What follows belongs to an exercise in optimizing a design on an open flow for small area, a short achievable clock period and few clock cycles; a production flow would make more cautious choices. At most, simulation tests tie the RTL to the original design; equivalence was not proved. For runs 1 and 2, only the layout was checked, not whether the RTL still works. Power is estimated from default activity; no workload was simulated.

### flow/config.mk
export PLATFORM = sky130hd
export DESIGN_NAME = blob_tracker_top
export DESIGN_NICKNAME = blob_tracker_top
export VERILOG_FILES = /design/flow/design.v
export SDC_FILE = /design/flow/constraint.sdc
export NUM_CORES = 4
export LEC_CHECK = 0
export ABC_CLOCK_PERIOD_IN_PS = 3000
export CAP_MARGIN = 20
export CORE_MARGIN = 2
export CORE_UTILIZATION = 40
export SETUP_SLACK_MARGIN = 5
export SLEW_MARGIN = 20
### flow/constraint.sdc
create_clock -name core_clock -period 8.0 [get_ports {crystal_clk_div_by_two}]
set_input_delay 1.6000 -clock core_clock [delete_from_list [all_inputs] [get_ports {crystal_clk_div_by_two}]]
set_output_delay 1.6000 -clock core_clock [all_outputs]
set_load 0.01 [all_outputs]
### flow/run.sh
#!/bin/bash
# synth_recipe.tcl (not shown) runs the flow's synth.tcl, then flattens the netlist and writes it again
# the make line also repeats each setting of config.mk as NAME=value (left out here)
make -C /OpenROAD-flow-scripts/flow DESIGN_CONFIG=/design/flow/config.mk WORK_HOME=/design/flow/orfs CLKGATE_MAP_FILE= SYNTH_SCRIPT=/design/flow/synth_recipe.tcl finish
### flow/design.v
`timescale 1ns/1ps
`timescale 1ns/1ps
`timescale 1ns/1ps
`timescale 1ns/1ps
`timescale 1ns/1ps
module blob_tracker_top (
	input  logic          crystal_clk_div_by_two,
	input  logic          reset,
	input  logic          start,
	input  logic          select_mode,	 
	input  logic          report_mode,	 
	input  logic [15:0]   minimum_blob_size,
	input  logic [15:0]   blob_count,
	output logic          psel,
	output logic          penable,
	output logic          pwrite,
	output logic [17:0]   paddr,
	output logic [31:0]   pwdata,
	input  logic [31:0]   prdata,
	input  logic          pready,
	output logic [191:0]  centroids,	 
	output logic          done
);
	localparam [1:0] PH_IDLE = 2'd0, PH_SCAN = 2'd1, PH_REP = 2'd2, PH_DONE = 2'd3;
	localparam [7:0] MAX_HEIGHT = 8'd120;	 
	logic [1:0]   ph;
	logic         w1;	 
	logic         ins;	 
	logic         sel_q;	 
	logic         rmode_q;	 
	logic [2:0]   code;	 
	logic [15:0]  mreg;	 
	logic [15:0]  nidx;	 
	logic         lastq;	 
	logic [2:0]   k;	 
	logic         cur_row;	 
	logic         rdp;	 
	logic [191:0] slots;
	assign centroids = slots;
	assign pwdata    = {mreg, 16'h0000};
	assign done      = (ph == PH_DONE);
	logic cpl;	 
	logic bus_free;	 
	assign cpl      = psel && penable && pready;
	assign bus_free = !psel || (penable && pready);
	logic [7:0] pcode;
	logic       rel;
	assign pcode = prdata[7:0];
	assign rel = rmode_q ? (pcode[7:2] == 6'd0 && (pcode[1] ^ pcode[0]))
	                     : (pcode[7:3] == 5'd0 && pcode[2:0] != 3'd0 && pcode[2:0] != 3'd7);
	logic [15:0] pmetric;
	always_comb begin
		if (sel_q)
			pmetric = (prdata[23:16] > MAX_HEIGHT) ? 16'd0 : {8'd0, prdata[23:16]};
		else
			pmetric = prdata[15:0];
	end
	logic [5:0] beats;
	for (genvar s = 0; s < 6; s++) begin : g_cmp
		bt_gt16 u_gt (.a(mreg), .b(slots[32*s+16 +: 16]), .gt(beats[s]));
	end
	logic cand_row;	 
	assign cand_row = rmode_q ? (code == 3'd2) : (code >= 3'd4);
	logic [5:0] ld;	 
	logic [5:0] sh;	 
	logic [31:0] fresh;
	logic [15:0] tail_n;
	logic        tail_full;
	logic [17:0] rep_addr;	 
	logic        rot;	 
	assign tail_n    = cur_row ? slots[5*32 +: 16] : slots[2*32 +: 16];
	assign tail_full = (tail_n != 16'd0);
	assign rep_addr  = 18'h000ff + {1'b0, tail_n, 1'b0} + {2'b0, tail_n};
	assign rot = (ph == PH_REP) && (rdp ? cpl : (k != 3'd6 && !tail_full && !ins));
	logic scan_end;
	assign scan_end = (ph == PH_SCAN) && cpl && lastq && (w1 || !rel);
	always_comb begin
		ld = 6'd0;
		sh = 6'd0;
		if (ph == PH_IDLE) begin
			ld = 6'b111111;
		end else begin
			if (ins) begin
				if (!rmode_q) begin
					for (int s = 0; s < 6; s++)
						if (code == 3'(s + 1) && beats[s])
							ld[s] = 1'b1;
				end else begin
					for (int r = 0; r < 2; r++)
						if (cand_row == r) begin
							ld[3*r]   = beats[3*r];
							sh[3*r+1] = beats[3*r];
							ld[3*r+1] = beats[3*r+1] && !beats[3*r];
							sh[3*r+2] = beats[3*r+1];
							ld[3*r+2] = beats[3*r+2] && !beats[3*r+1];
						end
				end
			end
			if (rot) begin
				ld[3*cur_row]   = 1'b1;
				sh[3*cur_row+1] = 1'b1;
				sh[3*cur_row+2] = 1'b1;
			end
		end
	end
	always_comb begin
		if (ph == PH_IDLE)
			fresh = {minimum_blob_size, 16'd0};
		else if (ins || ph != PH_REP)
			fresh = {mreg, nidx};
		else
			fresh = rdp ? prdata : 32'd0;
	end
	always_ff @(posedge crystal_clk_div_by_two) begin
		for (int s = 0; s < 6; s++) begin
			if (sh[s])
				slots[32*s +: 32] <= slots[32*(s-1) +: 32];
			else if (ld[s])
				slots[32*s +: 32] <= fresh;
		end
	end
	logic [15:0] nidx_inc;
	logic        next_rec;	 
	logic        eq_cur, eq_inc, eq_one;
	assign nidx_inc = nidx + 16'd1;
	assign next_rec = (ph == PH_SCAN) && (ins || (cpl && !w1 && !rel));
	assign eq_cur   = (nidx == blob_count);
	assign eq_inc   = (nidx_inc == blob_count);
	assign eq_one   = (blob_count == 16'd1);
	always_ff @(posedge crystal_clk_div_by_two) begin
		if (ph == PH_IDLE) begin
			nidx  <= 16'd1;
			lastq <= eq_one;
		end else if (next_rec) begin
			nidx  <= nidx_inc;
			lastq <= eq_inc;
		end else begin
			lastq <= eq_cur;
		end
	end
	always_ff @(posedge crystal_clk_div_by_two) begin
		if (reset) begin
			psel    <= 1'b0;
			penable <= 1'b0;
		end else if (psel && !penable) begin
			penable <= 1'b1;
		end else if (bus_free) begin
			psel    <= 1'b0;
			penable <= 1'b0;
		end
		ins <= 1'b0;
		if (reset || !start) begin
			ph <= PH_IDLE;
		end else begin
			case (ph)
				PH_IDLE: begin
					sel_q   <= select_mode;
					rmode_q <= report_mode;
					paddr   <= 18'h00100;
					w1      <= 1'b0;
					k       <= 3'd0;
					rdp     <= 1'b0;
					if (blob_count == 16'd0) begin
						ph      <= PH_REP;
						cur_row <= 1'b0;
					end else if (bus_free) begin
						ph     <= PH_SCAN;
						psel   <= 1'b1;
						pwrite <= 1'b0;
					end
				end
				PH_SCAN: begin
					if (cpl) begin
						if (!w1) begin
							code <= pcode[2:0];
							if (rel) begin
								w1    <= 1'b1;
								paddr <= paddr + 18'd1;
								psel  <= 1'b1;
							end else if (!lastq) begin
								paddr <= paddr + 18'd3;
								psel  <= 1'b1;
							end
						end else begin
							mreg <= pmetric;
							ins  <= 1'b1;
							w1   <= 1'b0;
							if (!lastq) begin
								paddr <= paddr + 18'd2;
								psel  <= 1'b1;
							end
						end
					end
					if (scan_end) begin
						ph      <= PH_REP;
						cur_row <= !cand_row;
						if ((cand_row ? slots[2*32 +: 16] : slots[5*32 +: 16]) != 16'd0) begin
							paddr <= 18'h000ff + {1'b0, cand_row ? slots[2*32 +: 16] : slots[5*32 +: 16], 1'b0}
							       + {2'b0, cand_row ? slots[2*32 +: 16] : slots[5*32 +: 16]};
							psel  <= 1'b1;
							rdp   <= 1'b1;
						end
					end
				end
				PH_REP: begin
					if (rdp) begin
						if (cpl) begin
							mreg   <= prdata[31:16];
							pwrite <= 1'b1;
							psel   <= 1'b1;
							rdp    <= 1'b0;
							k      <= k + 3'd1;
							if (k == 3'd2)
								cur_row <= !cur_row;
						end
					end else if (k != 3'd6) begin
						if (tail_full) begin
							if (bus_free) begin
								paddr  <= rep_addr;
								pwrite <= 1'b0;
								psel   <= 1'b1;
								rdp    <= 1'b1;
							end
						end else if (!ins) begin
							k <= k + 3'd1;
							if (k == 3'd2)
								cur_row <= !cur_row;
						end
					end else if (bus_free) begin
						ph <= PH_DONE;
					end
				end
				default: ;	 
			endcase
		end
	end
endmodule
module bt_gt16 (
	input  logic [15:0] a,
	input  logic [15:0] b,
	output logic        gt
);
	logic [15:0] g0, l0;
	logic [7:0]  g1, l1;
	logic [3:0]  g2, l2;
	logic [1:0]  g3, l3;
	always_comb begin
		g0 = a & ~b;
		l0 = ~a & b;
		for (int i = 0; i < 8; i++) begin
			g1[i] = g0[2*i+1] | (~l0[2*i+1] & g0[2*i]);
			l1[i] = l0[2*i+1] | (~g0[2*i+1] & l0[2*i]);
		end
		for (int i = 0; i < 4; i++) begin
			g2[i] = g1[2*i+1] | (~l1[2*i+1] & g1[2*i]);
			l2[i] = l1[2*i+1] | (~g1[2*i+1] & l1[2*i]);
		end
		for (int i = 0; i < 2; i++) begin
			g3[i] = g2[2*i+1] | (~l2[2*i+1] & g2[2*i]);
			l3[i] = l2[2*i+1] | (~g2[2*i+1] & l2[2*i]);
		end
		gt = g3[1] | (~l3[1] & g3[0]);
	end
endmodule
==> out/metrics.csv, run 1 <==
metric,value,unit
cts_buffers,30,
root_buffer,clkbuf_16,
start_util,0.4028,
startpoint_type,register,
power.density,228.7,nW/um^2
ant_nets,0,
crit_required,8310,ps
viasPerCell,5.783,
cts_max_level,1,
worstSetupPathType,register to register,
cts_tree,built,
synth.top_cell.area_share,0.4138,
syn_area_per_cell,9.764,um^2
track_usage,0.3128,
nets,2522,
path_delay_family,compound AO/OA/AOI/OAI gates,
clkLatencyLatePin,590,ps
p_leak,11.77,nW
grt.busiest_layer,met2,
vdd_drop_max,0.2002,mV
dieArea,44860,um^2
hold_class,register to register,
fin_ws,4339,ps
ys_top_cells_by_area,"edfxtp_1 (41%), ha_1 (5.2%), nand2_1 (5.0%), mux2i_1 (4.9%), o21ai_0 (3.9%)",
die_h,211.8,um
antenna_found_initial,5,
synth_edf_count,238,
use_met1,0.4153,
syn_inst,1769,
setup_violations,0,
report.final.slew_viol_count,0,
area_growth_syn_to_layout,56.91,%
use_met3,0.05266,
synthTopCellsByCount,"edfxtp_1 (238), nand2_1 (231), o21ai_0 (135)",
drc,0,
rsz0062_at_grt,true,
crit_buf_inv,5,
dr.pass1.iters,6,
synth.most_common_cell,edfxtp_1,
preCtsSetupSlack,3092,ps
clkSinkCount,260,
core,42890,um^2
drive_gt1_frac,0.3229,
yosysWarnings,3,
met2_usage,0.5076,
slowest_delay,380,ps
clk_pin_slew,70,ps
fp.dieW,211.8,um
syn_area,17270,um^2
portBuffers,299,
gp_congestion,0.9025,
ys_types,87,
grt_pass1_wl,105100,um
hold_viol_final,0,
yosysTopAreaCell,edfxtp_1,
hpwl,46450,um
vias,17300,
ys_seq_area_frac,0.4393,
grt-ovfl-total,0,
wl,74950,um
clockBufferDepth,3,
drtIter0Drc,1884,
fillers,3367,
slew_headroom,0.3605,
synthArstFlopShare,0,
finClkSkew,23.92,ps
fmax,273.2,MHz
final.setup.tns,0,ps
ios,316,
path_max_fanout,5,
worst_pin_slew,959.3,ps
wl_per_cell,25.06,um
first_global_vias,16420,
cp_slowest_cell,edfxtp_1,
endpoint_kind,register,
synth-main-ff-cell,edfxtp_1,
crit_chain,"buf_6, buf_12, nor2b_4, buf_12, nor2_4, buf_12, buf_6, nor3_1, nor2_1, ha_1, a21oi_2, o21ai_2, o21ai_2, nand2_1, a21o_1, a221o_1, a21oi_2, xnor2_1, o221ai_1",
timing.max_cap.violations,0,
critPathArrivalTime,3970,ps
cpMostUsedCell,buf_12,
outcome,finished clean,
ys_ff_latch,260,
finalCritPeriodShare,0.4576,
grt_max_degree,87,
period_needed,3661,ps
std_cell_rows,76,
-- sequential cells by signal (all words and copies together) (netlist names) --
signal   cells
rdp          1
mreg        16
w1           1
rmode_q      1
paddr       18
cur_row      1
lastq        1
ph           2
k            3
nidx        16
penable      1
code         3
ins          1
slots      192
pwrite       1
psel         1
sel_q        1
-- routing by layer --
metal  wire length [um]  vias up
met3               6522      189
li1                   -     7691
met2              35130      981
met5                 13        -
met1              29690     8433
met4               3591        2
-- layout by cell type (no fill, tap or decap), types with 42 or more instances in the layout --
master	synthesis	routed
nor2_1	119	104
nand2_1	231	217
o21ai_0	135	56
buf_6	6	84
buf_4	17	219
edfxtp_1	238	238
clkdlybuf4s50_1	0	48
mux2i_1	84	56
ha_1	72	42
inv_1	103	91
dlygate4sd2_1	0	193
-- report_power, final --
group / leakage [nW] / internal [mW] / total, mW / switching [mW]
logic: 8.57 / 1.27 / 2.73 / 1.46
clock network: 0.496 / 0.852 / 1.46 / 0.606
registers: 2.70 / 1.79 / 2.01 / 0.224
total: 11.8 / 3.91 / 6.20 / 2.29
-- worst paths after layout --
kind,start,endpoint,slack [ps],cells after the start
worst min-delay path,ph[0],ph[0],540,2
worst max-delay path,rmode_q,paddr[14],4340,19
worst min register to register,ph[0],ph[0],540,2
worst max register to register,rmode_q,paddr[14],4340,19
-- cell type report --
class / count / area, um^2 / area share
Sequential cell: 260 / 7597 / 0.2803
Clock inverter: 14 / 151.4 / 0.005586
Antenna cell: 3 / 7.507 / 0.0002770
Multi-Input combinational cell: 1325 / 10750 / 0.3965
Clock buffer: 41 / 865.8 / 0.03195
Timing Repair Buffer: 655 / 6566 / 0.2423
Inverter: 108 / 435.4 / 0.01607
Tap cell: 585 / 732.0 / 0.02701
-- kinds of logic after synthesis --
family,synth area share
other cells,0.0002171
flops,0.4393
simple gates,0.1662
compound gates,0.1410
fa+ha+maj,0.07838
buf+inv,0.05150
mux,0.08693
xor+xnor,0.03651
-- through the flow --
step           std cells  utilization  total power [mW]  area [um^2]  hold WS (ps)
6_report            2991       0.6320             6.198        27100         542.8
5_1_grt             2991       0.6320             6.405        27100         576.7
4_1_cts             2906       0.5970             5.842        25600         553.5
3_5_place_dp        2587       0.4946             4.012        21210         540.9
3_3_place_gp        2587       0.4946             4.005        21210         526.9
2_1_floorplan       1784            -             3.087        17980         500.9
-- worst register-to-register path: stages (launching register included) --
cell      delay [ps]
edfxtp_1         380
buf_6            140
buf_12           120
nor2b_4          180
buf_12           130
nor2_4            40
buf_12           140
buf_6            130
nor3_1           220
nor2_1           130
ha_1             330
a21oi_2          200
o21ai_2           80
o21ai_2          140
nand2_1           80
a21o_1           160
a221o_1          330
a21oi_2          150
xnor2_1          140
o221ai_1         140
-- timing repair --
action / CTS / global route
pin swaps: 97 / 89
hold buffers: 0 / 0
endpoints found under the setup margin: 616 / 413
hold endpoints to repair: 0 / 0
gates cloned: 24 / 7
gates resized for setup: 635 / 226
buffers inserted: 240 / 75
==> run 2: changes to the inputs <==
--- a/flow/config.mk
+++ b/flow/config.mk
@@ -6,8 +6,6 @@
 export NUM_CORES = 4
 export LEC_CHECK = 0
-export ABC_CLOCK_PERIOD_IN_PS = 3000
 export CAP_MARGIN = 20
 export CORE_MARGIN = 2
 export CORE_UTILIZATION = 40
-export SETUP_SLACK_MARGIN = 5
 export SLEW_MARGIN = 20
==> run 2 against run 1 <==
Clock power decreased by 3%. Setup slack got worse by 1100 ps. Count of clock-buffer cells in the layout decreased by 8. Final cell count fell by 11%. First-iteration DRC count down 30%. Largest power group is now sequential cells. Highest routed layer is now met4.
==> out/metrics.csv, run 2 <==
metric,value,unit
antenna_found_initial,4,
finalPower,5.360,mW
synthTopCellsByCount,"edfxtp_1 (238), nand2_1 (231), o21ai_0 (135)",
grt_max_degree,87,
largest_register_ffs,192,
first_global_vias,14360,
outcome,finished clean,
clkSinkCount,260,
timing.max_cap.violations,0,
synthArstFlopShare,0,
post_cts_buffers,0,
yosysTopAreaCell,edfxtp_1,
fin_ws,3250,ps
fp.dieW,211.8,um
drtIter0Drc,1327,
ys_seq_area_frac,0.4393,
startpoint_type,register,
combPwrFrac,0.350,
internal_power,3.459,mW
setup_violations,0,
postCtsResizedCells,0,
cts_tree,built,
wl,62080,um
hpwl,46640,um
wl_per_cell,23.43,um
switching_share,0.3548,
start_util,0.4028,
dr.pass1.iters,5,
synth.top_cell.area_share,0.4138,
fmax,210.5,MHz
stdcell_count,2650,
worstSetupPathType,register to register,
holdWs,549.2,ps
drc,0,
gp_congestion,0.8996,
slowest_delay,770,ps
ys_top_cells_by_area,"edfxtp_1 (41%), ha_1 (5.2%), nand2_1 (5.0%), mux2i_1 (4.9%), o21ai_0 (3.9%)",
hold_class,register to register,
root_buffer,clkbuf_16,
syn_inst,1769,
path_delay_family,simple AND/OR/NAND/NOR gates,
std_cell_rows,76,
syn_area_per_cell,9.764,um^2
portBuffers,299,
drive_gt1_frac,0.07084,
crit_buf_inv,0,
cts_buffers,30,
hold_viol_final,0,
rsz0062_at_grt,false,
vdd_drop_max,0.1879,mV
vias,14990,
clkLatencyLatePin,610,ps
area_growth_syn_to_layout,26.32,%
critPathArrivalTime,5040,ps
die_h,211.8,um
p_clk_frac,0.265,
clk_pin_slew,60,ps
ant_nets,0,
finalCritPeriodShare,0.5937,
layout_commonest_cell,clkdlybuf4s50_1,
synth-main-ff-cell,edfxtp_1,
dieArea,44860,um^2
finClkSkew,50.85,ps
slew_headroom,0.2410,
yosysWarnings,3,
viasPerCell,5.655,
seq_power_share,0.385,
crit_chain,"and4bb_1, or2_1, o21ai_0, o21ai_0, ha_1, a21o_1, or3_1, a211o_1, nand3_1, a21oi_1, or4_1, a31oi_1, o32ai_1",
preCtsSetupSlack,2812,ps
path_max_fanout,27,
synth.most_common_cell,edfxtp_1,
post-place-cells,2591,
final_cell_mix,"clkdlybuf4s50_1 (299), edfxtp_1 (238), nand2_1 (231)",
grt-ovfl-total,0,
cp_slowest_cell,or2_1,
nets,2180,
synth_edf_count,238,
p_leak,8.703,nW
power.density,245.7,nW/um^2
report.final.slew_viol_count,0,
track_usage,0.2715,
period_needed,4750,ps
crit_required,8290,ps
cpMostUsedCell,o21ai_0,
placed_area,20810,um^2
clockBufferDepth,3,
largest-register,slots,
core,42890,um^2
cts.hold.buffers_added,0,
grt_pass1_wl,91500,um
finish.utilization,0.5088,
ys_types,87,
cts_max_level,1,
ys_ff_latch,260,
p_switching,1.902,mW
fin_area,21820,um^2
endpoint_kind,register,
ios,316,
syn_area,17270,um^2
final.setup.tns,0,ps
largestRegisters,"slots (192), paddr (18)",
worst_pin_slew,1127,ps
run 2: power by group through the flow:
stage	clock, mW	combinational (mW)	sequential (mW)
2_1_floorplan	0	0.942	2.08
3_3_place_gp	0	1.85	2.09
3_5_place_dp	0	1.86	2.08
4_1_cts	1.43	1.87	2.06
5_1_grt	1.48	2.03	2.09
6_report	1.42	1.88	2.07
run 2: cell families (layout without fill, tap and decap cells):
logic type | count (synthesis) | in the layout | synth area share
mux | 140 | 140 | 0.08693
flops | 260 | 260 | 0.4393
compound gates | 376 | 376 | 0.1410
xor+xnor | 72 | 72 | 0.03651
fa+ha+maj | 116 | 116 | 0.07838
simple gates | 598 | 598 | 0.1662
buf+inv | 206 | 483 | 0.05150
other cells | 1 | 20 | 0.0002171
run 2: layout make-up:
cell class              count  area [um^2]
flip-flops and latches    260         7587
repair buffers            320         3151
well taps                 585        732.0
clock buffers              33        762.0
clock inverters            22        235.2
multi-input cells        1318         8937
diodes                      4        10.01
fillers                  3920        21070
inverters                 108        405.4
run 2: worst min-delay path, delay by kind of cell (launching register included):
kind | cells | cell delay (ps)
AOI/OAI and AO/OA | 1 | 50
DFF | 1 | 340
and+or+nand+nor | 1 | 110
run 2: worst paths after layout:
path / start / to / slack [ps] / cells past startpoint
worst max-delay path: rmode_q / paddr[11] / 3250 / 13
worst min-delay path: ph[0] / ph[0] / 550 / 2
worst max register to register: rmode_q / paddr[11] / 3250 / 13
worst min register to register: ph[0] / ph[0] / 550 / 2
run 2: layer usage:
| layer | part of all wire | GRT usage | up-vias |
|---|---|---|---|
| met4 | 0.041 | 0.1049 | 0 |
| met1 | 0.42 | 0.3671 | 7245 |
| met2 | 0.46 | 0.4369 | 663 |
| met3 | 0.076 | 0.04361 | 113 |
| met5 | 0 | 0 | - |
| li1 | - | - | 6964 |
==> run 3: changes to the inputs <==
--- a/flow/design.v
+++ b/flow/design.v
@@ -34,5 +34,5 @@
 	logic         lastq;	 
 	logic [2:0]   k;	 
-	logic         cur_row;	 
+	logic         rrow;	 
 	logic         rdp;	 
 	logic [191:0] slots;
@@ -57,7 +57,7 @@
 	end
 	logic [5:0] beats;
-	for (genvar s = 0; s < 6; s++) begin : g_cmp
-		bt_gt16 u_gt (.a(mreg), .b(slots[32*s+16 +: 16]), .gt(beats[s]));
-	end
+	always_comb
+		for (int s = 0; s < 6; s++)
+			beats[s] = mreg > slots[32*s+16 +: 16];
 	logic cand_row;	 
 	assign cand_row = rmode_q ? (code == 3'd2) : (code >= 3'd4);
@@ -65,8 +65,10 @@
 	logic [5:0] sh;	 
 	logic [31:0] fresh;
+	logic        cur_row;	 
 	logic [15:0] tail_n;
 	logic        tail_full;
 	logic [17:0] rep_addr;	 
 	logic        rot;	 
+	assign cur_row   = rrow ^ (k >= 3'd3);
 	assign tail_n    = cur_row ? slots[5*32 +: 16] : slots[2*32 +: 16];
 	assign tail_full = (tail_n != 16'd0);
@@ -120,22 +122,15 @@
 		end
 	end
-	logic [15:0] nidx_inc;
-	logic        next_rec;	 
-	logic        eq_cur, eq_inc, eq_one;
-	assign nidx_inc = nidx + 16'd1;
-	assign next_rec = (ph == PH_SCAN) && (ins || (cpl && !w1 && !rel));
-	assign eq_cur   = (nidx == blob_count);
-	assign eq_inc   = (nidx_inc == blob_count);
-	assign eq_one   = (blob_count == 16'd1);
+	logic [15:0] nidx_d;
+	always_comb begin
+		nidx_d = nidx;
+		if (ph == PH_IDLE)
+			nidx_d = 16'd1;
+		else if (ph == PH_SCAN && (ins || (cpl && !w1 && !rel)))
+			nidx_d = nidx + 16'd1;
+	end
 	always_ff @(posedge crystal_clk_div_by_two) begin
-		if (ph == PH_IDLE) begin
-			nidx  <= 16'd1;
-			lastq <= eq_one;
-		end else if (next_rec) begin
-			nidx  <= nidx_inc;
-			lastq <= eq_inc;
-		end else begin
-			lastq <= eq_cur;
-		end
+		nidx  <= nidx_d;
+		lastq <= (nidx_d == blob_count);
 	end
 	always_ff @(posedge crystal_clk_div_by_two) begin
@@ -162,6 +157,6 @@
 					rdp     <= 1'b0;
 					if (blob_count == 16'd0) begin
-						ph      <= PH_REP;
-						cur_row <= 1'b0;
+						ph   <= PH_REP;
+						rrow <= 1'b0;
 					end else if (bus_free) begin
 						ph     <= PH_SCAN;
@@ -193,6 +188,6 @@
 					end
 					if (scan_end) begin
-						ph      <= PH_REP;
-						cur_row <= !cand_row;
+						ph   <= PH_REP;
+						rrow <= !cand_row;
 						if ((cand_row ? slots[2*32 +: 16] : slots[5*32 +: 16]) != 16'd0) begin
 							paddr <= 18'h000ff + {1'b0, cand_row ? slots[2*32 +: 16] : slots[5*32 +: 16], 1'b0}
@@ -211,6 +206,4 @@
 							rdp    <= 1'b0;
 							k      <= k + 3'd1;
-							if (k == 3'd2)
-								cur_row <= !cur_row;
 						end
 					end else if (k != 3'd6) begin
@@ -224,6 +217,4 @@
 						end else if (!ins) begin
 							k <= k + 3'd1;
-							if (k == 3'd2)
-								cur_row <= !cur_row;
 						end
 					end else if (bus_free) begin
@@ -236,29 +227,2 @@
 	end
 endmodule
-module bt_gt16 (
-	input  logic [15:0] a,
-	input  logic [15:0] b,
-	output logic        gt
-);
-	logic [15:0] g0, l0;
-	logic [7:0]  g1, l1;
-	logic [3:0]  g2, l2;
-	logic [1:0]  g3, l3;
-	always_comb begin
-		g0 = a & ~b;
-		l0 = ~a & b;
-		for (int i = 0; i < 8; i++) begin
-			g1[i] = g0[2*i+1] | (~l0[2*i+1] & g0[2*i]);
-			l1[i] = l0[2*i+1] | (~g0[2*i+1] & l0[2*i]);
-		end
-		for (int i = 0; i < 4; i++) begin
-			g2[i] = g1[2*i+1] | (~l1[2*i+1] & g1[2*i]);
-			l2[i] = l1[2*i+1] | (~g1[2*i+1] & l1[2*i]);
-		end
-		for (int i = 0; i < 2; i++) begin
-			g3[i] = g2[2*i+1] | (~l2[2*i+1] & g2[2*i]);
-			l3[i] = l2[2*i+1] | (~g2[2*i+1] & l2[2*i]);
-		end
-		gt = g3[1] | (~l3[1] & g3[0]);
-	end
-endmodule
==> run 3 against run 2 <==
Register-to-register slack got worse by 270 ps. Critical path depth stayed put. Die area up 3.4%. Still clean on timing, DRC and antenna. Global-route usage down 1.6 points. Core utilization about the same. Sequential power fell by 2%. Setup slack got worse by 270 ps. Fmax decreased by 5.5%. Clock skew fell by 35 ps. First-iteration DRC count grew 3.2%.
==> out/metrics.csv, run 3 <==
metric,value,unit
outcome,finished clean,
finClkSkew,15.64,ps
root_buffer,clkbuf_16,
fillers,4145,
core,44120,um^2
worst_pin_slew,1147,ps
cts_max_level,1,
dr.pass1.iters,6,
timing.max_cap.violations,0,
start_util,0.4048,
vdd_drop_max,0.1714,mV
clockBufferDepth,3,
synth.top_cell.area_share,0.4001,
path_max_fanout,40,
nets,2322,
postCtsResizedCells,0,
hold_class,register to register,
post-place-cells,2650,
ant_nets,0,
clkLatencyLatePin,570,ps
final_cell_mix,"clkdlybuf4s50_1 (299), edfxtp_1 (238), nand2_1 (209)",
antennaDiodeCount,0,
finalCritPeriodShare,0.6279,
p_clk_frac,0.271,
ys_top_cells_by_area,"edfxtp_1 (40%), ha_1 (11%), nand2_1 (4.4%), mux2i_1 (3.5%), o21ai_0 (3.1%)",
ys_seq_area_frac,0.4247,
synth_edf_count,238,
portBuffers,299,
grt_max_degree,83,
p_switching,1.852,mW
register_area,7587,um^2
period_needed,5023,ps
drive_gt1_frac,0.06194,
track_usage,0.2555,
finish.utilization,0.5089,
std_cell_rows,77,
slew_headroom,0.2273,
synthTopCellsByCount,"edfxtp_1 (238), nand2_1 (209), ha_1 (160)",
syn_inst,1830,
gp_congestion,0.9332,
yosysTopAreaCell,edfxtp_1,
clkSinkCount,260,
largest-register,slots,
power.density,238.4,nW/um^2
preCtsSetupSlack,2675,ps
hold_viol_final,0,
endpoint_kind,register,
viasPerCell,5.603,
wl_per_cell,22.39,um
synthArstFlopShare,0,
area_growth_syn_to_layout,25.70,%
synth.most_common_cell,edfxtp_1,
rsz0062_at_grt,false,
cts.hold.buffers_added,0,
syn_area_per_cell,9.761,um^2
wl,60610,um
crit_required,8320,ps
die_h,215.3,um
multi_input_area,9409,um^2
largest_register_ffs,192,
grt-ovfl-total,0,
stdcell_count,2707,
worstSetupPathType,register to register,
fp.dieW,215.3,um
hold_depth,2,
post_cts_buffers,0,
fin_ws,2977,ps
r2r_setup_slack,2980,ps
setup_violations,0,
final.setup.tns,0,ps
synth-main-ff-cell,edfxtp_1,
dieArea,46360,um^2
hpwl,47020,um
cts_tree,built,
combPwrFrac,0.352,
clk_pin_slew,60,ps
fmax,199.1,MHz
antenna_found_initial,0,
report.final.slew_viol_count,0,
syn_area,17860,um^2
vias,15170,
p_leak,9.480,nW
drc,0,
critPathArrivalTime,5340,ps
cts_buffers,30,
r2r_cells,13,
grt_pass1_wl,91020,um
internal_power,3.501,mW
yosysWarnings,2,
ios,316,
switching_share,0.3460,
largestRegisters,"slots (192), paddr (18)",
drtIter0Drc,1370,
first_global_vias,14730,
ys_types,90,
ys_ff_latch,260,
seq_power_share,0.376,
layout_commonest_cell,clkdlybuf4s50_1,
startpoint_type,register,
-- run 3: power by group through the flow --
stage	Combinational [mW]	Clock, mW	Sequential, mW
after global placement	1.83	0	2.04
after floorplan	0.970	0	2.03
after global routing	2.06	1.52	2.03
final	1.89	1.45	2.02
after detailed placement	1.86	0	2.04
after CTS	1.87	1.47	2.01
-- run 3: stage by stage --
step | hold slack, ps | total power, mW | instance area, um^2
final | 550.9 | 5.353 | 22450
after global routing | 587.2 | 5.610 | 22450
after CTS | 544.2 | 5.353 | 22410
after detailed placement | 535.1 | 3.895 | 21390
after global placement | 522.8 | 3.872 | 21380
after floorplan | 508.6 | 3.005 | 17920
-- run 3: final cells by class --
class                      instances  area share
clock buffer                      33     0.03488
clock inverter                    22     0.01070
inverter                         142     0.02374
multi-input combinational       1339      0.4190
sequential                       260      0.3379
tap                              592     0.03299
timing repair buffer             319      0.1408
-- run 3: path summary, 6_finish.rpt --
kind | start | to
setup / recovery | k[0] | slots[159]
hold / removal | ph[0] | ph[0]
setup reg to reg | k[0] | slots[159]
hold reg to reg | ph[0] | ph[0]
-- run 3: cell families (layout without fill, tap and decap cells) --
kind of cell             after synthesis  count (layout)  synth area share
AO/OA/AOI/OAI                        404             404            0.1448
adder cells (fa/ha/maj)              160             160            0.1121
multiplexers                         119             119           0.07095
flip-flops                           260             260            0.4247
XOR/XNOR                              77              77           0.03817
AND/OR/NAND/NOR                      563             563            0.1525
other                                  1              16         0.0002099
buffers and inverters                246             516           0.05659
-- run 3: per-layer routing --
metal	up-vias	wire length (um)	global-route usage
met3	92	4327	0.04487
met5	-	0	0
met4	0	2441	0.1014
li1	7153	-	-
met2	591	26960	0.3973
met1	7332	26880	0.3534
-- run 3: worst max-delay path, stage by stage, from the launching register on --
cell,delay [ps]
edfxtp_1,460
ha_1,230
ha_1,200
a211oi_4,350
xnor2_2,150
buf_4,380
mux2i_2,340
inv_2,70
or4_4,540
o21ai_2,140
nand2_2,130
o22ai_4,640
and2_1,700
mux2_1,390
Testbench counts of run 3, summed over its fixed seeds: cycles 21,336.

-- re-timing with driven ports --
In the flow no input, the clock included, has a driving cell. The finished layouts below were timed again as built, in two steps. Step 1 (the two cells are an assumption about what drives the block):
set clk [get_ports {crystal_clk_div_by_two}]
set_driving_cell -lib_cell sky130_fd_sc_hd__clkbuf_16 $clk
set_driving_cell -lib_cell sky130_fd_sc_hd__buf_2 [delete_from_list [all_inputs] $clk]
Step 2 times the ports against the registers' clock, not the clock port: input delays grow and output delays shrink by t, the midpoint of the rising clock arrivals with the driver on. Slacks: ideal / step 1 / step 2; pairs: ideal / step 1.
| run | t (ns) | setup WS [ns] | worst slew at a driven data input, ns |
|---|---|---|---|
| run 1 | 0.636 | 4.339 / 4.339 / 4.000 | 0.12 |
| run 2 | 0.639 | 3.250 / 3.250 / 2.747 | 0.12 |
| run 3 | 0.623 | 2.977 / 2.977 / 2.822 | 0.06 |
After both steps setup and hold are still met in every run listed. The setup slack of run 2, which loses most, moves by 0.000 ns with the drivers and by -0.503 ns with both steps.
